Background: an optimization exercise with open tools, aiming at small area and a short achievable clock period. Do not read the settings as production practice. No functional check of the RTL was part of any run shown here.

==> flow/design.v (outline; a module is shown in full before it is edited, if it fits) <==
// module ex_top: 2602 lines
// module ex_fa: 4 lines
// module ex_ha: 4 lines
module ex_top (
    input  logic               clk,
    input  logic               reset,
    input  logic               in_valid,
    input  logic [4:0]         operator,
    input  logic [31:0]        operand1,
    input  logic [31:0]        operand2,
    input  logic [4:0]         dest_addr,
    input  logic               dest_write,
    output logic               out_valid,
    output logic [4:0]         write_addr,
    output logic               write_enable,
    output logic [31:0]        write_data
);
  // ...
==> flow/run.sh <==
#!/bin/bash
# synth_recipe.tcl (not shown) runs the flow's synth.tcl, then flattens the netlist and writes it again
# the make line also repeats each setting of config.mk as NAME=value (left out here)
make -C /OpenROAD-flow-scripts/flow DESIGN_CONFIG=/design/flow/config.mk WORK_HOME=/design/flow/orfs CLKGATE_MAP_FILE= SYNTH_SCRIPT=/design/flow/synth_recipe.tcl finish
==> flow/config.mk <==
export PLATFORM = sky130hd
export DESIGN_NAME = ex_top
export DESIGN_NICKNAME = ex_top
export VERILOG_FILES = /design/flow/design.v
export SDC_FILE = /design/flow/constraint.sdc
export NUM_CORES = 4
export LEC_CHECK = 0
export ABC_AREA = 1
export CAP_MARGIN = 20
export CORE_MARGIN = 2
export CORE_UTILIZATION = 40
export SETUP_SLACK_MARGIN = 4.5
export SLEW_MARGIN = 20
export SYNTH_HIERARCHICAL = 1
==> flow/constraint.sdc <==
create_clock -name core_clock -period 14.0 [get_ports {clk}]
set_input_delay 2.8000 -clock core_clock [delete_from_list [all_inputs] [get_ports {clk}]]
set_output_delay 2.8000 -clock core_clock [all_outputs]
set_load 0.01 [all_outputs]
==> out/qor.txt, run 1 <==
================================================================================
Sum of overflow across all layers after global routing                         0
Final core area utilization                                                0.443
Setup slack of the worst register-to-register path                      11850 ps
Area of the multi-input gates                                         28700 um^2
Final HPWL DP                                                          106000 um
Yosys synthesis warning count                                                  7
GR Util All Layers                                                         0.354
Cell area after placement                                             35200 um^2
Met1 Routed Length                                                      59900 um
Fraction of synthesized cell area taken by the top area cell type          0.295
Status                                                              finished clean
Clock Latency Late Sink                                                   370 ps
Sequential cell area                                                   2060 um^2
Multi-input combinational cell count                                        3362
Worst endpoint data arrival time                                         9590 ps
Full die area                                                         85400 um^2
Stages on the worst setup path                                                17
Share of cell area taken by muxes after synthesis                       0.000904
Crit path kind                                                      input pin to flip-flop
Detailed router's first-iteration violation count                           4765
Buffer share of cell area                                                 0.0718
Global-route wire length before repair                                 223000 um
Boundary pin count                                                           117
================================================================================
==> run 2, diff against run 1 <==
--- a/flow/design.v
+++ b/flow/design.v
@@ -2556,55 +2556,63 @@
             assign sout = 32'($signed({fill, sin}) >>> shamt);
             logic [31:0] sout_rev;
             for (genvar j = 0; j < 32; j++) begin : g_rev2
                 assign sout_rev[j] = sout[31-j];
             end
             assign sres = ({32{op_sll}} & sout_rev) | ({32{op_srl | op_sra}} & sout);
         end
     endgenerate
-    logic [31:0] hi, lo;
-    logic        hilo_mul;
-    assign hilo_mul = in_valid & (op_mult | op_multu);
-    always_ff @(posedge clk) begin
-        if (reset) begin
-            hi <= '0;
-            lo <= '0;
-        end else begin
-            if (hilo_mul) begin
-                hi <= prod[63:32];
-                lo <= prod[31:0];
-            end else begin
-                if (in_valid & op_mthi) hi <= operand1;
-                if (in_valid & op_mtlo) lo <= operand1;
-            end
+    logic [31:0] hi, lo, hi_d, lo_d, hi_keep, lo_keep;
+    logic        hilo_mul, hilo_mul_n;
+    assign hilo_mul   = ~reset & in_valid & (op_mult | op_multu);
+    assign hilo_mul_n = ~reset & ~(in_valid & (op_mult | op_multu));
+    assign hi_keep = {32{hilo_mul_n}} & ((in_valid & op_mthi) ? operand1 : hi);
+    assign lo_keep = {32{hilo_mul_n}} & ((in_valid & op_mtlo) ? operand1 : lo);
+    generate
+        for (genvar j = 0; j < 32; j++) begin : g_hilo
+            ex_ao21 u_hi (.a(hi_keep[j]), .b(hilo_mul), .c(prod[32+j]), .y(hi_d[j]));
+            ex_ao21 u_lo (.a(lo_keep[j]), .b(hilo_mul), .c(prod[j]),    .y(lo_d[j]));
         end
+    endgenerate
+    always_ff @(posedge clk) begin
+        hi <= hi_d;
+        lo <= lo_d;
     end
-    logic [31:0] data_next;
-    assign data_next = lres | sres
-                     | ({32{op_add | op_addu | op_sub | op_subu}} & sum)
-                     | {31'd0, (op_slt & slt_bit) | (op_sltu & sltu_bit)}
-                     | ({32{op_clz | op_clo}} & {26'd0, lz_cnt})
-                     | ({32{op_mul | op_mult | op_multu}} & prod[31:0])
-                     | ({32{op_mfhi}} & hi)
-                     | ({32{op_mflo}} & lo);
+    logic [31:0] data_other, data_next;
+    logic        sel_mul;
+    assign sel_mul = op_mul | op_mult | op_multu;
+    assign data_other = lres | sres
+                      | ({32{op_add | op_addu | op_sub | op_subu}} & sum)
+                      | {31'd0, (op_slt & slt_bit) | (op_sltu & sltu_bit)}
+                      | ({32{op_clz | op_clo}} & {26'd0, lz_cnt})
+                      | ({32{op_mfhi}} & hi)
+                      | ({32{op_mflo}} & lo);
+    generate
+        for (genvar j = 0; j < 32; j++) begin : g_wd
+            ex_ao21 u_wd (.a(data_other[j]), .b(sel_mul), .c(prod[j]), .y(data_next[j]));
+        end
+    endgenerate
     always_ff @(posedge clk) begin
         if (reset) begin
             out_valid    <= 1'b0;
             write_enable <= 1'b0;
         end else begin
             out_valid    <= in_valid;
             write_enable <= in_valid & dest_write & ~ovf;
         end
     end
     always_ff @(posedge clk) begin
         write_addr <= dest_addr;
         write_data <= data_next;
     end
 endmodule
+module ex_ao21 (input logic a, input logic b, input logic c, output logic y);
+    assign y = a | (b & c);
+endmodule
 module ex_fa (input logic a, input logic b, input logic c, output logic s, output logic co);
     assign s  = a ^ b ^ c;
     assign co = (a & b) | (a & c) | (b & c);
 endmodule
 module ex_ha (input logic a, input logic b, output logic s, output logic co);
     assign s  = a ^ b;
     assign co = a & b;
 endmodule
==> run 2 against run 1 <==
Still clean. Wire length fell by 3.2%. Via count decreased by 1.1%. Maximum frequency down 0.49%. Final cell count rose by 2.2%. Area after synthesis is 1.2% higher. Non-clock buffer count shrank 1. Utilization decreased by 0.36 points. Clock skew shrank 6.3 ps.
==> out/qor.txt, run 2 <==
=================================================================================================================
Status                                                                                               finished clean   unchanged
Cell area after placement                                                                              35700 um^2   was 35200 um^2
XOR/XNOR Fraction of Synth Area                                                                             0.171   was 0.165
Inserted Diodes                                                                                                 0   was 2
Worst R2R End                                                                                        write_data[16]   was write_data[19]
Dominant cells by area after synthesis                                                               fa_1 (29%), xor2_1 (17%), o22ai_1 (9.8%)   was fa_1 (30%), xor2_1 (16%), o22ai_1 (10%)
Cts bufs inserted                                                                                               9   unchanged
Final weighted congestion of routability-driven global placement                                             1.01   was 1.07
Critical path endpoint                                                                               write_data[26]   was write_data[16]
Detailed router's first-iteration violation count                                                            4289   was 4765
Final non-filler cell area                                                                             36700 um^2   was 36400 um^2
Least-Margin Pin Slew                                                                                     1370 ps   was 1240 ps
Max-slew violation count                                                                                        0   unchanged
Worst hold margin                                                                                          584 ps   was 485 ps
Crit path kind                                                                                       input pin to flip-flop   unchanged
Die width                                                                                                  294 um   was 292 um
Area share of and/or/nand/nor cells after synthesis                                                         0.106   was 0.117
Sum of overflow across all layers after global routing                                                          0   unchanged
Count of clock tree sinks                                                                                     103   unchanged
R2R Path Start                                                                                             lo[16]   was hi[19]
Yosys synthesis warning count                                                                                   7   unchanged
Clock Skews                                                                                               7.33 ps   was 13.6 ps
Dominant cell by count in the synthesized netlist                                                          xor2_1   was nand2_1
Worst Hold Class                                                                                     flip-flop to flip-flop   unchanged
FF-to-FF path depth                                                                                             6   was 4
H-tree depth                                                                                                    3   unchanged
Core outline area                                                                                      83400 um^2   was 82100 um^2
# placed instances                                                                                           5220   was 5103
Sum of negative setup slack                                                                                  0 ps   unchanged
Area fraction in compound gates after synthesis                                                             0.198   was 0.200
Number of detailed-routing iterations run before antenna repair                                                 6   was 9
Commonest non-fill, non-tap cells in the layout                                                      xor2_1 (631), nand2_1 (624), o22ai_1 (525)   was nand2_1 (640), xor2_1 (612), o22ai_1 (535)
Count of endpoints failing setup in the final report                                                            0   unchanged
Crit path launch type                                                                                   input pin   unchanged
Share of synthesized registers carrying an async set or reset                                                   0   unchanged
Fraction of synthesized cell area taken by the top area cell type                                           0.292   was 0.295
Final hold viol count                                                                                           0   unchanged
Full die area                                                                                          86400 um^2   was 85400 um^2
Initial Utilization                                                                                         0.403   was 0.405
Synthesized net count                                                                                        5031   was 4946
Number of enable-type register cells in the synthesized netlist                                                 0   unchanged
Buffers on Ports                                                                                              116   unchanged
Commonest non-fill, non-tap cell in the layout                                                             xor2_1   was nand2_1
Boundary pin count                                                                                            117   unchanged
Via count of the first global-routing pass                                                                  31700   was 32200
Antenna violations before repair                                                                                3   was 2
Arithmetic-cell share of the synthesized area counting full adders, half adders and majority gates          0.369   was 0.374
Critical path fanouts, max                                                                                     19   unchanged
Maximum number of buffers from clock root to sink                                                               2   unchanged
Number of rows in the core area                                                                               106   was 105
Final HPWL DP                                                                                           103000 um   was 106000 um
Post-route insts no fill                                                                                     5251   was 5140
Mean cell area of the mapped netlist                                                                    7.90 um^2   was 7.97 um^2
Syn Inst Count                                                                                               4254   was 4169
Tcrit/Tclk final                                                                                            0.676   was 0.673
Clock Latency Late Sink                                                                                    410 ps   was 370 ps
CP required                                                                                              14350 ps   was 14170 ps
Net total in the final layout                                                                                4943   was 4841
Mean number of vias per cell                                                                                 6.24   was 6.45
Total detailed-routing wirelength                                                                       150000 um   was 155000 um
Pin count of the biggest net entering global routing                                                           65   was 52
Library cell with the largest summed area after synthesis                                                    fa_1   unchanged
TritonCTS clock tree                                                                                          yes   unchanged
Global-route wire length before repair                                                                  217000 um   was 223000 um
Register area share after synthesis                                                                        0.0613   was 0.0621
Number of remaining DRC errors                                                                                  0   unchanged
Main flop type after synthesis                                                                            dfxtp_1   unchanged
Worst slew margin relative to its limit                                                                    0.0812   was 0.155
Routed vias                                                                                                 32800   was 33100
Launching element of the worst setup path                                                             operand2[2]   was operand2[1]
Die boundary height                                                                                        294 um   was 292 um
Mapped Area                                                                                            33600 um^2   was 33200 um^2
GR Util All Layers                                                                                          0.342   was 0.354
Peak Freq                                                                                               0.106 GHz   about the same
Number of register bits inferred by synthesis                                                                 103   unchanged
Library cells used by synthesis                                                                                59   was 57
Capturing element type of the critical path                                                             flip-flop   unchanged
Worst endpoint data arrival time                                                                          9810 ps   was 9590 ps
Largest registers ranked by flip-flop count                                                          hi x32, lo x32, write_data x32   unchanged
Reg clk slew, reported paths                                                                                90 ps   was 80 ps
Avg WL per Cell                                                                                           28.6 um   was 30.2 um
Root buffer cell                                                                                        clkbuf_16   unchanged
Setup slack of the worst register-to-register path                                                       11780 ps   was 11850 ps
Setup repair after global routing missed its margin                                                          true   was false
Share of cell area taken by muxes after synthesis                                                         0.00119   was 0.000904
Antenna Nets Post-Route                                                                                         0   unchanged
Fraction of final layout cells with drive strength greater than 1                                          0.0748   was 0.0723
Final critical-path required period                                                                       9460 ps   was 9420 ps
Total of max-cap violations                                                                                     0   unchanged
Origin of the worst min-delay path                                                                          lo[6]   was lo[31]
Layout overhead on the synthesized area                                                                     9.06%   was 9.54%
Largest family of logic cells by synthesized area                                                     adder cells   unchanged
Most instantiated cells after synthesis                                                              xor2_1 (635), nand2_1 (631), o22ai_1 (525)   was nand2_1 (644), xor2_1 (612), o22ai_1 (535)
=================================================================================================================
run 2: changes by cell type after synthesis, moves of 21 or more:
cell,previous run,this run
nor2_1,188,154
xor2_1,612,635
inv_1,288,410
clkbuf_1,279,258
o21ai_0,141,193
a31oi_1,44,13
o2111ai_1,38,15
run 2: final cells by class:
class | count | area (um^2)
Sequential cell | 103 | 2060
Clock inverter | 7 | 86.3
Inverter | 465 | 1830
Timing Repair Buffer | 252 | 2390
Fill cell | 8333 | 46700
Clock buffer | 9 | 225
Tap cell | 1080 | 1350
Multi-Input combinational cell | 3335 | 28700
run 2: logic make-up (layout without fill, tap and decap cells):
logic type               after synthesis  count (layout)
buffers and inverters                816             733
XOR/XNOR                             658             658
AO/OA/AOI/OAI                       1088            1088
flip-flops                           103             103
multiplexers                           4               4
adder cells (fa/ha/maj)              699             699
AND/OR/NAND/NOR                      886             886
run 2: repair_timing:
| action | 4_1_cts | 5_1_grt |
|---|---|---|
| gates cloned | 0 | 1 |
| gates resized for setup | 53 | 121 |
| endpoints found under the setup margin | 32 | 33 |
| buffers inserted | 3 | 11 |
| pin swaps | 2 | 4 |
| hold buffers | 0 | 0 |
run 2: worst min-delay path by stage:
stage	to	slack (ps)	depth (start not counted)
final	write_data[6]	580	4
after global routing	write_data[6]	630	4
after CTS	write_data[6]	580	4
after detailed placement	write_data[6]	570	4
after global placement	write_data[6]	560	4
after floorplan	write_data[29]	520	4
run 2: critical path: stages:
cell and delay [ps]:
clkdlybuf4s50_1 850, clkinvlp_4 610, buf_4 450, o22ai_1 240, xor2_1 170, ha_1 270
fa_1 470, fa_1 540, fa_1 420, ha_1 340, a211oi_1 360, a22oi_4 110
a21oi_4 210, inv_2 60, nand3_2 70, nand3_4 130, a21oi_1 230, o21ai_0 130
xor2_1 1060, nand2_1 150, nand2_1 110
run 2: Yosys stat by module, one instance, submodules excluded:
module   times used  area, um^2  cells inside  flops+latches
ex_ao21          96        11.3             3              0
ex_fa           469        20.0             1              0
ex_ha            41        12.5             1              0
ex_top            1       22600          3456            103
run 2: metal layers:
layer / track usage / vias up / wire length [um]
li1: - / 14000 / -
met1: 0.468 / 16000 / 59700
met2: 0.494 / 2365 / 61500
met3: 0.0960 / 428 / 20000
met4: 0.164 / 6 / 8810
met5: 0.00510 / - / 88
run 2: metrics by stage:
stage | worst slack (ps) | utilization
floorplan | 4730 | -
global placement | 3520 | 0.428
detailed placement | 3500 | 0.428
CTS | 4500 | 0.434
global route | 4480 | 0.440
finish | 4540 | 0.440
==> run 3, diff against run 2 <==
--- a/flow/config.mk
+++ b/flow/config.mk
@@ -9,6 +9,6 @@
 export CAP_MARGIN = 20
 export CORE_MARGIN = 2
 export CORE_UTILIZATION = 40
-export SETUP_SLACK_MARGIN = 4.5
+export SETUP_SLACK_MARGIN = 5.0
 export SLEW_MARGIN = 20
 export SYNTH_HIERARCHICAL = 1
==> run 3 against run 2 <==
Still clean. Flip-flop and latch count unchanged. Sequential share of layout area shrank 0.42 points. First-iteration DRC count is 28% higher. Hold slack improved by 17 ps. Clock-buffer cell count did not move. Area after synthesis did not move. Critical path depth rose by 6.
==> out/qor.txt, run 3 <==
================================================================================
Most prevalent standard cell on the critical path                        nand2_1   was fa_1
Peak Freq                                                              0.112 GHz   was 0.106 GHz
Mean cell area of the mapped netlist                                   7.90 um^2   unchanged
Largest registers ranked by flip-flop count                         hi x32, lo x32, write_data x32   unchanged
Commonest non-fill, non-tap cell in the layout                            xor2_1   unchanged
Sum of met2 wire segment lengths after detailed routing                 66500 um   was 61500 um
Antenna violations before repair                                               4   was 3
Master of the slowest instance on the critical path                 clkdlybuf4s50_1   was xor2_1
Most instantiated cells after synthesis                             xor2_1 (635), nand2_1 (631), o22ai_1 (525)   unchanged
Crit path kind                                                      input pin to flip-flop   unchanged
R2R Path Start                                                            hi[25]   was lo[16]
Combined buffer and inverter count along the critical path                     3   was 4
Reg clk slew, reported paths                                               90 ps   about the same
Worst Hold Class                                                    flip-flop to flip-flop   unchanged
Sum of negative setup slack                                                 0 ps   unchanged
Cts bufs inserted                                                              9   unchanged
Total of max-cap violations                                                    0   unchanged
Fraction of synthesized cell area taken by the top area cell type          0.292   unchanged
Hold-fix buffers at CTS                                                        0   unchanged
Final worst slack                                                        5040 ps   was 4540 ps
Number of rows in the core area                                              106   unchanged
Antenna Nets Post-Route                                                        0   unchanged
Root buffer cell                                                       clkbuf_16   unchanged
Worst path top cell family by delay                                  adder cells   unchanged
Sequential cell area                                                   2060 um^2   unchanged
Main flop type after synthesis                                           dfxtp_1   unchanged
Boundary pin count                                                           117   unchanged
Syn Inst Count                                                              4254   unchanged
Die boundary height                                                       294 um   unchanged
Dominant cell by count in the synthesized netlist                         xor2_1   unchanged
Pin count of the biggest net entering global routing                          65   unchanged
Crit path launch type                                                  input pin   unchanged
Count of endpoints failing setup in the final report                           0   unchanged
Fraction of final layout cells with drive strength greater than 1          0.132   was 0.0748
Final hold viol count                                                          0   unchanged
GR Util All Layers                                                         0.352   was 0.342
Synthesized net count                                                       5031   unchanged
Global-route wire length before repair                                 222000 um   was 217000 um
Routed length on met3                                                   26600 um   was 20000 um
Number of enable-type register cells in the synthesized netlist                0   unchanged
Worst setup slack after placement                                        3600 ps   was 3500 ps
Sum of overflow across all layers after global routing                         0   unchanged
Count of clock tree sinks                                                    103   unchanged
Area of the multi-input gates                                         29400 um^2   was 28700 um^2
Final core area utilization                                                0.475   was 0.440
TritonCTS clock tree                                                         yes   unchanged
Share of synthesized registers carrying an async set or reset                  0   unchanged
Tcrit/Tclk final                                                           0.640   was 0.676
Fillcell total                                                              8106   was 8333
Origin of the worst min-delay path                                         lo[6]   unchanged
Worst endpoint data arrival time                                         9300 ps   was 9810 ps
Library cells used by synthesis                                               59   unchanged
Final weighted congestion of routability-driven global placement            1.03   was 1.01
Commonest non-fill, non-tap cells in the layout                     xor2_1 (625), nand2_1 (610), o22ai_1 (500)   was xor2_1 (631), nand2_1 (624), o22ai_1 (525)
Met1 Routed Length                                                      60200 um   was 59700 um
Highest routed metal layer                                                  met5   unchanged
Number of detailed-routing iterations run before antenna repair                8   was 6
Number of remaining DRC errors                                                 0   unchanged
Least-Margin Pin Slew                                                    1290 ps   was 1370 ps
Yosys synthesis warning count                                                  7   unchanged
Capturing element type of the critical path                            flip-flop   unchanged
Final HPWL DP                                                          102000 um   was 103000 um
Via count of the first global-routing pass                                 32600   was 31700
Status                                                              finished clean   unchanged
Mapped Area                                                           33600 um^2   unchanged
Net total in the final layout                                               5072   was 4943
Number of register bits inferred by synthesis                                103   unchanged
Initial Utilization                                                        0.403   unchanged
Detailed router's first-iteration violation count                           5482   was 4289
Worst slew margin relative to its limit                                    0.114   was 0.0812
Maximum number of buffers from clock root to sink                              2   unchanged
Full die area                                                         86400 um^2   unchanged
Avg WL per Cell                                                          30.6 um   was 28.6 um
H-tree depth                                                                   3   unchanged
CP required                                                             14340 ps   was 14350 ps
Clock Skews                                                              14.3 ps   was 7.33 ps
Layout overhead on the synthesized area                                    17.8%   was 9.06%
Mean number of vias per cell                                                6.41   was 6.24
Total detailed-routing wirelength                                      165000 um   was 150000 um
Library cell with the largest summed area after synthesis                   fa_1   unchanged
Setup repair after global routing missed its margin                         true   unchanged
Dominant cells by area after synthesis                              fa_1 (29%), xor2_1 (17%), o22ai_1 (9.8%)   unchanged
Routed vias                                                                34500   was 32800
Launching element of the worst setup path                            operand2[4]   was operand2[2]
Buffers on Ports                                                             116   unchanged
Clock Latency Late Sink                                                   400 ps   was 410 ps
Die width                                                                 294 um   unchanged
Critical Path Max Stage Delay                                             680 ps   was 1060 ps
Critical path fanouts, max                                                    34   was 19
Max-slew violation count                                                       0   unchanged
Register area share after synthesis                                       0.0613   unchanged
Final critical-path required period                                      8960 ps   was 9460 ps
Core outline area                                                     83400 um^2   unchanged
Worst hold margin                                                         601 ps   was 584 ps
================================================================================
==> run 3: cell counts after synthesis <==
Identical to the previous run, type by type.
==> run 3: timing repair <==
action                     CTS  global route
resized for setup          197           352
setup buffers               30            76
pin swaps                   11            59
gates cloned                 5            34
setup endpoints to repair   50            40
==> run 3: logic make-up after synthesis <==
group / synth area share
AOI/OAI and AO/OA: 0.198
and+or+nand+nor: 0.106
buffers and inverters: 0.0926
adders and majority gates: 0.369
xor gates and xnor gates: 0.171
DFF: 0.0613
muxes: 0.00119
==> run 3: cell type report <==
| type | instances | share of cell area |
|---|---|---|
| Inverter | 465 | 0.0480 |
| Antenna cell | 4 | 0.000253 |
| Multi-Input combinational cell | 3339 | 0.743 |
| Clock inverter | 7 | 0.00218 |
| Timing Repair inverter | 4 | 0.00107 |
| Sequential cell | 103 | 0.0521 |
| Tap cell | 1080 | 0.0341 |
| Timing Repair Buffer | 373 | 0.113 |
| Clock buffer | 9 | 0.00569 |
==> run 3: per-layer routing <==
metal	track usage	vias up
met2	0.502	3063
met5	0	-
met1	0.462	16500
li1	-	14200
met3	0.124	679
met4	0.190	8
==> run 3: worst register-to-register path, delay by kind of cell, from the launching register on <==
family / cells / cell delay [ps]
buffers and inverters: 2 / 180
DFF: 1 / 310
AOI/OAI and AO/OA: 3 / 1390
and+or+nand+nor: 1 / 130
==> run 3: modules after synthesis, one instance, submodules excluded <==
module   flops+latches  times used
ex_top             103           1
ex_ao21              0          96
ex_ha                0          41
ex_fa                0         469
==> run 3: final timing paths <==
check	slack, ps	end	depth (start not counted)
max reg2reg	11840	write_data[25]	6
max	5040	hi[6]	27
min reg2reg	600	write_data[6]	4
min	600	write_data[6]	4
==> run 3: per-stage QoR <==
step	area, um^2	cells
2_1_floorplan	33600	4254
3_3_place_gp	35700	5218
3_5_place_dp	35700	5218
4_1_cts	37000	5269
5_1_grt	39600	5380
6_report	39600	5384
==> run 4, diff against run 3 <==
==> flow/flow/run.sh (new file) <==
#!/bin/bash
# Layout flow: the standard flow (standard.sh), with the port buffers
# inserted as sky130_fd_sc_hd__buf_2 cells instead of the default delay-buffer
# cells. Every tool's output goes to flow_run.log; ORFS keeps its per-step logs
# under orfs/logs.
set -euo pipefail
export BUFFER_PORTS_ARGS="-buffer_cell sky130_fd_sc_hd__buf_2"
bash standard.sh finish > flow_run.log 2>&1
==> flow/standard.sh (new file) <==
#!/bin/bash
# synth_recipe.tcl (not shown) runs the flow's synth.tcl, then flattens the netlist and writes it again
# the make line also repeats each setting of config.mk as NAME=value (left out here)
make -C /OpenROAD-flow-scripts/flow DESIGN_CONFIG=/design/flow/config.mk WORK_HOME=/design/flow/orfs CLKGATE_MAP_FILE= SYNTH_SCRIPT=/design/flow/synth_recipe.tcl "${@:-finish}"
--- a/flow/config.mk
+++ b/flow/config.mk
@@ -9,6 +9,6 @@
 export CAP_MARGIN = 20
 export CORE_MARGIN = 2
 export CORE_UTILIZATION = 40
-export SETUP_SLACK_MARGIN = 5.0
+export SETUP_SLACK_MARGIN = 4.5
 export SLEW_MARGIN = 20
 export SYNTH_HIERARCHICAL = 1
removed: flow/run.sh
==> run 4 against run 3 <==
Via count fell by 5.3%. First-iteration DRC count fell by 19%. Sequential share of layout area rose by 0.51 points. Critical path type unchanged. Still clean. Critical endpoint is now write_data[27]. Synthesized cell count did not move.
==> out/qor.txt, run 4 <==
================================================================================
Status                                                              finished clean   unchanged
Number of register bits inferred by synthesis                                103   unchanged
Worst setup slack after placement                                        3530 ps   was 3600 ps
Syn Inst Count                                                              4254   unchanged
Fillcell total                                                              8379   was 8106
Commonest non-fill, non-tap cell in the layout                            xor2_1   unchanged
Reg clk slew, reported paths                                               90 ps   about the same
Library cells used by synthesis                                               59   unchanged
Boundary pin count                                                           117   unchanged
Setup repair after global routing missed its margin                         true   unchanged
Antenna Nets Post-Route                                                        0   unchanged
Worst endpoint data arrival time                                         9620 ps   was 9300 ps
Final hold viol count                                                          0   unchanged
Max-slew violation count                                                       0   unchanged
Cts bufs inserted                                                              9   unchanged
Routed length on met3                                                   20600 um   was 26600 um
GR Util All Layers                                                         0.341   was 0.352
Number of detailed-routing iterations run before antenna repair                6   was 8
Main flop type after synthesis                                           dfxtp_1   unchanged
Number of rows in the core area                                              106   unchanged
Commonest non-fill, non-tap cells in the layout                     xor2_1 (631), nand2_1 (627), o22ai_1 (524)   was xor2_1 (625), nand2_1 (610), o22ai_1 (500)
Highest routed metal layer                                                  met5   unchanged
Most instantiated cells after synthesis                             xor2_1 (635), nand2_1 (631), o22ai_1 (525)   unchanged
Setup slack of the worst register-to-register path                      12020 ps   was 11840 ps
Clock Latency Late Sink                                                   400 ps   about the same
Clock Skews                                                              5.67 ps   was 14.3 ps
Pin count of the biggest net entering global routing                          65   unchanged
Sum of overflow across all layers after global routing                         0   unchanged
Crit path launch type                                                  input pin   unchanged
Avg WL per Cell                                                          28.5 um   was 30.6 um
Root buffer cell                                                       clkbuf_16   unchanged
Initial Utilization                                                        0.403   unchanged
Maximum number of buffers from clock root to sink                              2   unchanged
TritonCTS clock tree                                                         yes   unchanged
Final worst slack                                                        4690 ps   was 5040 ps
Sum of met2 wire segment lengths after detailed routing                 61600 um   was 66500 um
Dominant cells by area after synthesis                              fa_1 (29%), xor2_1 (17%), o22ai_1 (9.8%)   unchanged
Routed vias                                                                32700   was 34500
Dominant cell by count in the synthesized netlist                         xor2_1   unchanged
Yosys synthesis warning count                                                  7   unchanged
Global-route wire length before repair                                 217000 um   was 222000 um
Total detailed-routing wirelength                                      150000 um   was 165000 um
Capturing element type of the critical path                            flip-flop   unchanged
Die width                                                                 294 um   unchanged
Count of clock tree sinks                                                    103   unchanged
Buffers on Ports                                                             116   unchanged
Tcrit/Tclk final                                                           0.665   was 0.640
Crit path kind                                                      input pin to flip-flop   unchanged
Fraction of synthesized cell area taken by the top area cell type          0.292   unchanged
Peak Freq                                                              0.107 GHz   was 0.112 GHz
Count of endpoints failing setup in the final report                           0   unchanged
Largest registers ranked by flip-flop count                         hi x32, lo x32, write_data x32   unchanged
Full die area                                                         86400 um^2   unchanged
Critical path fanouts, max                                                    24   was 34
Number of enable-type register cells in the synthesized netlist                0   unchanged
Mean number of vias per cell                                                6.23   was 6.41
Final weighted congestion of routability-driven global placement            1.02   was 1.03
Final HPWL DP                                                          102000 um   about the same
Met1 Routed Length                                                      58200 um   was 60200 um
Antenna violations before repair                                               6   was 4
Mapped Area                                                           33600 um^2   unchanged
Mean cell area of the mapped netlist                                   7.90 um^2   unchanged
Layout overhead on the synthesized area                                    7.21%   was 17.8%
Share of synthesized registers carrying an async set or reset                  0   unchanged
Detailed router's first-iteration violation count                           4459   was 5482
Net total in the final layout                                               4942   was 5072
Die boundary height                                                       294 um   unchanged
Number of remaining DRC errors                                                 0   unchanged
Total of max-cap violations                                                    0   unchanged
Synthesized net count                                                       5031   unchanged
H-tree depth                                                                   3   unchanged
CP required                                                             14310 ps   was 14340 ps
Final critical-path required period                                      9310 ps   was 8960 ps
Least-Margin Pin Slew                                                    1260 ps   was 1290 ps
Library cell with the largest summed area after synthesis                   fa_1   unchanged
Worst slew margin relative to its limit                                    0.159   was 0.114
Sum of negative setup slack                                                 0 ps   unchanged
Core outline area                                                     83400 um^2   unchanged
Register area share after synthesis                                       0.0613   unchanged
Worst Hold Class                                                    flip-flop to flip-flop   unchanged
Via count of the first global-routing pass                                 31900   was 32600
Fraction of final layout cells with drive strength greater than 1         0.0916   was 0.132
================================================================================
==> run 4: cell counts after synthesis <==
Identical to the previous run, type by type.
==> run 4: path summary, 6_finish.rpt <==
| check | end | from | cells past startpoint |
|---|---|---|---|
| hold / removal | write_data[6] | lo[6] | 4 |
| setup reg to reg | write_data[9] | hi[9] | 6 |
| hold reg to reg | write_data[6] | lo[6] | 4 |
| setup / recovery | write_data[27] | operand2[8] | 22 |
==> run 4: cells by family after synthesis <==
logic type | count (synthesis) | share of synthesized area
and+or+nand+nor | 886 | 0.106
muxes | 4 | 0.00119
DFF | 103 | 0.0613
buffers and inverters | 816 | 0.0926
AOI/OAI and AO/OA | 1088 | 0.198
xor gates and xnor gates | 658 | 0.171
adders and majority gates | 699 | 0.369
==> run 4: repair_timing <==
action | in CTS | in global routing
hold buffers | 0 | 0
setup endpoints to repair | 32 | 27
buffers inserted | 9 | 11
resized for setup | 20 | 85
cloned | 0 | 1
pin swaps | 3 | 3
==> run 4: metal layers <==
metal  vias up  GRT usage
met5         -          0
met4         6      0.177
met3       488      0.110
met2      2388      0.494
met1     15900      0.452
li1      14000          -
==> run 4: worst max-delay path, cell delays in order <==
cell and delay [ps]:
buf_2 290, clkinv_1 730, buf_4 540, o22ai_1 240, xor2_1 170, ha_1 260, fa_1 470, fa_1 490
fa_1 520, fa_1 410, ha_1 300, inv_1 70, nor3_1 220, nand2_1 70, inv_1 80, nand2_1 80
nand3_4 160, inv_1 50, o21ai_0 270, xor2_1 990, nand2_1 110, nand2_1 240
==> run 4: Yosys stat by module, one instance, submodules excluded <==
module / flops+latches / times used / cells inside
ex_fa: 0 / 469 / 1
ex_top: 103 / 1 / 3456
ex_ao21: 0 / 96 / 3
ex_ha: 0 / 41 / 1
==> run 4: area by class of cell <==
| class | instances | area, um^2 | share of cell area |
|---|---|---|---|
| timing repair buffer | 251 | 1830 | 0.0506 |
| multi-input combinational | 3335 | 28700 | 0.796 |
| clock buffer | 9 | 225 | 0.00625 |
| sequential | 103 | 2060 | 0.0572 |
| clock inverter | 7 | 81.3 | 0.00226 |
| antenna | 2 | 5.00 | 0.000139 |
| tap | 1080 | 1350 | 0.0375 |
| inverter | 465 | 1800 | 0.0500 |
==> run 4: per-stage QoR <==
stage / hold WS [ps] / util / instances / area, um^2
floorplan: 520 / - / 4254 / 33600
global placement: 594 / 0.421 / 5212 / 35200
detailed placement: 579 / 0.422 / 5213 / 35200
CTS: 593 / 0.427 / 5238 / 35600
global route: 630 / 0.432 / 5251 / 36000
finish: 604 / 0.432 / 5252 / 36100
==> run 5, diff against run 4 <==
--- a/flow/flow/run.sh
+++ b/flow/flow/run.sh
@@ -5,4 +5,5 @@
 # under orfs/logs.
 set -euo pipefail
 export BUFFER_PORTS_ARGS="-buffer_cell sky130_fd_sc_hd__buf_2"
+export SETUP_SLACK_MARGIN=4
 bash standard.sh finish > flow_run.log 2>&1
--- a/flow/config.mk
+++ b/flow/config.mk
@@ -9,6 +9,5 @@
 export CAP_MARGIN = 20
 export CORE_MARGIN = 2
 export CORE_UTILIZATION = 40
-export SETUP_SLACK_MARGIN = 4.5
 export SLEW_MARGIN = 20
 export SYNTH_HIERARCHICAL = 1
==> run 5 against run 4 <==
Maximum frequency fell by 3.7%. Non-clock buffer count shrank 13. Area after synthesis unchanged. Via count about the same. Flip-flop and latch count unchanged. Clock skew is 3.3 ps higher. Utilization shrank 0.47 points. Critical path depth rose by 5. Register-to-register slack about the same. Clock-buffer cell count is the same. Largest cell class unchanged.
==> out/qor.txt, run 5 <==
================================================================================
Routed length on met3                                                   20200 um   was 20600 um
Final critical-path required period                                      9670 ps   was 9310 ps
Least-Margin Pin Slew                                                    1220 ps   was 1260 ps
TritonCTS clock tree                                                         yes   unchanged
Library cell with the largest summed area after synthesis                   fa_1   unchanged
Share of synthesized registers carrying an async set or reset                  0   unchanged
Setup slack of the worst register-to-register path                      12010 ps   was 12020 ps
Tcrit/Tclk final                                                           0.691   was 0.665
Final worst slack                                                        4330 ps   was 4690 ps
Final hold viol count                                                          0   unchanged
Highest routed metal layer                                                  met5   unchanged
Number of remaining DRC errors                                                 0   unchanged
Crit path launch type                                                  input pin   unchanged
Worst R2R End                                                       write_data[9]   unchanged
Die width                                                                 294 um   unchanged
Reg clk slew, reported paths                                               90 ps   about the same
Fraction of synthesized cell area taken by the top area cell type          0.292   unchanged
FF-to-FF path depth                                                            6   unchanged
Number of rows in the core area                                              106   unchanged
CP required                                                             14350 ps   was 14310 ps
Via count of the first global-routing pass                                 31800   was 31900
Layout overhead on the synthesized area                                    6.05%   was 7.21%
Worst setup slack after placement                                        3530 ps   unchanged
Sum of overflow across all layers after global routing                         0   unchanged
Mapped Area                                                           33600 um^2   unchanged
Maximum number of buffers from clock root to sink                              2   unchanged
Library cells used by synthesis                                               59   unchanged
Pin count of the biggest net entering global routing                          65   unchanged
Total of max-cap violations                                                    0   unchanged
Capturing element type of the critical path                            flip-flop   unchanged
Number of enable-type register cells in the synthesized netlist                0   unchanged
Boundary pin count                                                           117   unchanged
Status                                                              finished clean   unchanged
Buffers on Ports                                                             116   unchanged
Worst Hold Class                                                    flip-flop to flip-flop   unchanged
Clock Latency Late Sink                                                   400 ps   about the same
Net total in the final layout                                               4929   was 4942
Yosys synthesis warning count                                                  7   unchanged
Number of register bits inferred by synthesis                                103   unchanged
Worst slew margin relative to its limit                                    0.181   was 0.159
Final non-filler cell area                                            35700 um^2   was 36100 um^2
Met1 Routed Length                                                      58100 um   was 58200 um
Peak Freq                                                              0.103 GHz   was 0.107 GHz
Origin of the worst min-delay path                                         lo[6]   unchanged
Final weighted congestion of routability-driven global placement            1.02   unchanged
R2R Path Start                                                             hi[9]   unchanged
Main flop type after synthesis                                           dfxtp_1   unchanged
H-tree depth                                                                   3   unchanged
Total detailed-routing wirelength                                      149000 um   was 150000 um
Setup repair after global routing missed its margin                        false   was true
Number of detailed-routing iterations run before antenna repair                6   unchanged
Hold-fix buffers at CTS                                                        0   unchanged
Worst hold path cell count                                                     4   unchanged
GR Util All Layers                                                         0.340   was 0.341
Dominant cells by area after synthesis                              fa_1 (29%), xor2_1 (17%), o22ai_1 (9.8%)   unchanged
Avg WL per Cell                                                          28.5 um   about the same
Sum of met2 wire segment lengths after detailed routing                 61700 um   was 61600 um
Crit path kind                                                      input pin to flip-flop   unchanged
Critical path fanouts, max                                                    32   was 24
Mean cell area of the mapped netlist                                   7.90 um^2   unchanged
Count of clock tree sinks                                                    103   unchanged
Cts bufs inserted                                                              9   unchanged
Routed vias                                                                32700   about the same
Count of endpoints failing setup in the final report                           0   unchanged
Full die area                                                         86400 um^2   unchanged
Max-slew violation count                                                       0   unchanged
Initial Utilization                                                        0.403   unchanged
Core outline area                                                     83400 um^2   unchanged
Dominant cell by count in the synthesized netlist                         xor2_1   unchanged
Final HPWL DP                                                          102000 um   unchanged
Hold path endpoint                                                  write_data[6]   unchanged
Most instantiated cells after synthesis                             xor2_1 (635), nand2_1 (631), o22ai_1 (525)   unchanged
Die boundary height                                                       294 um   unchanged
Worst hold margin                                                         595 ps   was 604 ps
Antenna violations before repair                                               6   unchanged
Largest registers ranked by flip-flop count                         hi x32, lo x32, write_data x32   unchanged
Worst endpoint data arrival time                                        10020 ps   was 9620 ps
Sum of negative setup slack                                                 0 ps   unchanged
Clock Skews                                                              8.96 ps   was 5.67 ps
Antenna Nets Post-Route                                                        0   unchanged
Fraction of final layout cells with drive strength greater than 1         0.0842   was 0.0916
Syn Inst Count                                                              4254   unchanged
Global-route wire length before repair                                 216000 um   was 217000 um
Root buffer cell                                                       clkbuf_16   unchanged
Commonest non-fill, non-tap cell in the layout                            xor2_1   unchanged
Detailed router's first-iteration violation count                           4093   was 4459
Mean number of vias per cell                                                6.25   was 6.23
Cell area after placement                                             35200 um^2   unchanged
Register area share after synthesis                                       0.0613   unchanged
Commonest non-fill, non-tap cells in the layout                     xor2_1 (632), nand2_1 (627), o22ai_1 (525)   was xor2_1 (631), nand2_1 (627), o22ai_1 (524)
Synthesized net count                                                       5031   unchanged
================================================================================
[run 5: cell count changes in the layout (fill, tap and decap cells not counted), moves of 3 or more]
cell | before | now
inv_1 | 402 | 407
buf_2 | 107 | 115
buf_6 | 14 | 4
nor2_2 | 9 | 6
clkinvlp_4 | 13 | 3
buf_4 | 109 | 116
buf_12 | 7 | 2
clkbuf_4 | 6 | 0
buf_8 | 6 | 1
clkinv_1 | 25 | 31
nor2_1 | 145 | 149
[run 5: worst max-delay path by stage]
stage                            start      to  slack [ps]  depth (start not counted)
final                     operand1[13]  hi[27]        4330                         27
after global routing      operand1[13]  hi[18]        4010                         32
after CTS                  operand1[7]  hi[27]        4150                         27
after detailed placement   operand1[5]  hi[27]        3530                         27
after global placement     operand1[5]  hi[27]        3540                         27
after floorplan            operand1[0]  hi[21]        4730                         27
[run 5: critical path: stages]
cell and delay [ps]:
buf_2 80, buf_4 430, inv_1 370, o21ai_2 230
buf_4 490, o22ai_1 160, xor2_1 200, fa_1 500
fa_1 500, fa_1 510, fa_1 410, fa_1 510
fa_1 410, ha_1 330, a21oi_1 250, o31ai_2 140
a21oi_1 150, o21ai_0 190, a211oi_1 320, o21bai_1 100
o21bai_4 280, inv_2 150, nor2_1 50, nor2_1 100
xor2_1 160, nand2_1 70, nand2_1 80
[run 5: area by class of cell]
cell class	count	area, um^2
repair buffers	238	1550
inverters	465	1760
flip-flops and latches	103	2060
diodes	2	5.00
clock inverters	7	81.3
multi-input cells	3335	28600
well taps	1080	1350
fillers	8436	47800
clock buffers	9	225
[run 5: metrics by stage]
| stage | util | std cells |
|---|---|---|
| final | 0.427 | 5239 |
| after global routing | 0.427 | 5238 |
| after CTS | 0.426 | 5229 |
| after detailed placement | 0.422 | 5213 |
| after global placement | 0.421 | 5212 |
| after floorplan | - | 4254 |
[run 5: metal layers]
layer,GRT usage,vias up
met1,0.452,15900
met5,0,-
met3,0.107,465
met4,0.179,4
met2,0.493,2400
li1,-,13900
[run 5: Yosys stat by module (local to each module, per instance)]
module   copies in the design  cells inside  flip-flops and latches  area (um^2)
ex_top                      1          3456                     103        22600
ex_fa                     469             1                       0         20.0
ex_ha                      41             1                       0         12.5
ex_ao21                    96             3                       0         11.3
[run 5: kinds of logic after synthesis]
kind of cell | after synthesis | synth area share
multiplexers | 4 | 0.00119
AND/OR/NAND/NOR | 886 | 0.106
AO/OA/AOI/OAI | 1088 | 0.198
adder cells (fa/ha/maj) | 699 | 0.369
buffers and inverters | 816 | 0.0926
flip-flops | 103 | 0.0613
XOR/XNOR | 658 | 0.171
[run 5: timing repair]
action,in CTS,in global routing
pin swaps,0,3
resized for setup,3,17
endpoints found under the setup margin,5,17
setup buffers,0,8

separate check: timing with driven ports:
The results above use ideal ports. As a check the final layouts listed here were re-extracted and re-timed, cells and wires unchanged. Step 1 (the two cells are an assumption about what drives the block):
set clk [get_ports {clk}]
set_driving_cell -lib_cell sky130_fd_sc_hd__clkbuf_16 $clk
set_driving_cell -lib_cell sky130_fd_sc_hd__buf_2 [delete_from_list [all_inputs] $clk]
Step 2 also shifts input and output timing later by t, the mid clock arrival at the registers, as if the neighbouring blocks saw the same clock. Slacks: ideal ports / drivers / drivers and shift; pairs: ideal ports / drivers.
run	t, ns	setup WS [ns]	slew at the worst register clock pin (ns)
run 1	0.406	4.582 / 4.594 / 4.187	0.09 / 0.09
run 2	0.453	4.536 / 4.554 / 4.102	0.09 / 0.09
run 3	0.446	5.044 / 5.069 / 4.624	0.10 / 0.10
run 4	0.451	4.686 / 4.718 / 4.267	0.09 / 0.09
run 5	0.450	4.330 / 4.357 / 3.908	0.09 / 0.09
After both steps setup and hold are still met in every run listed. The setup slack of run 2, which loses most, moves by +0.018 ns with the drivers and by -0.434 ns with both steps.
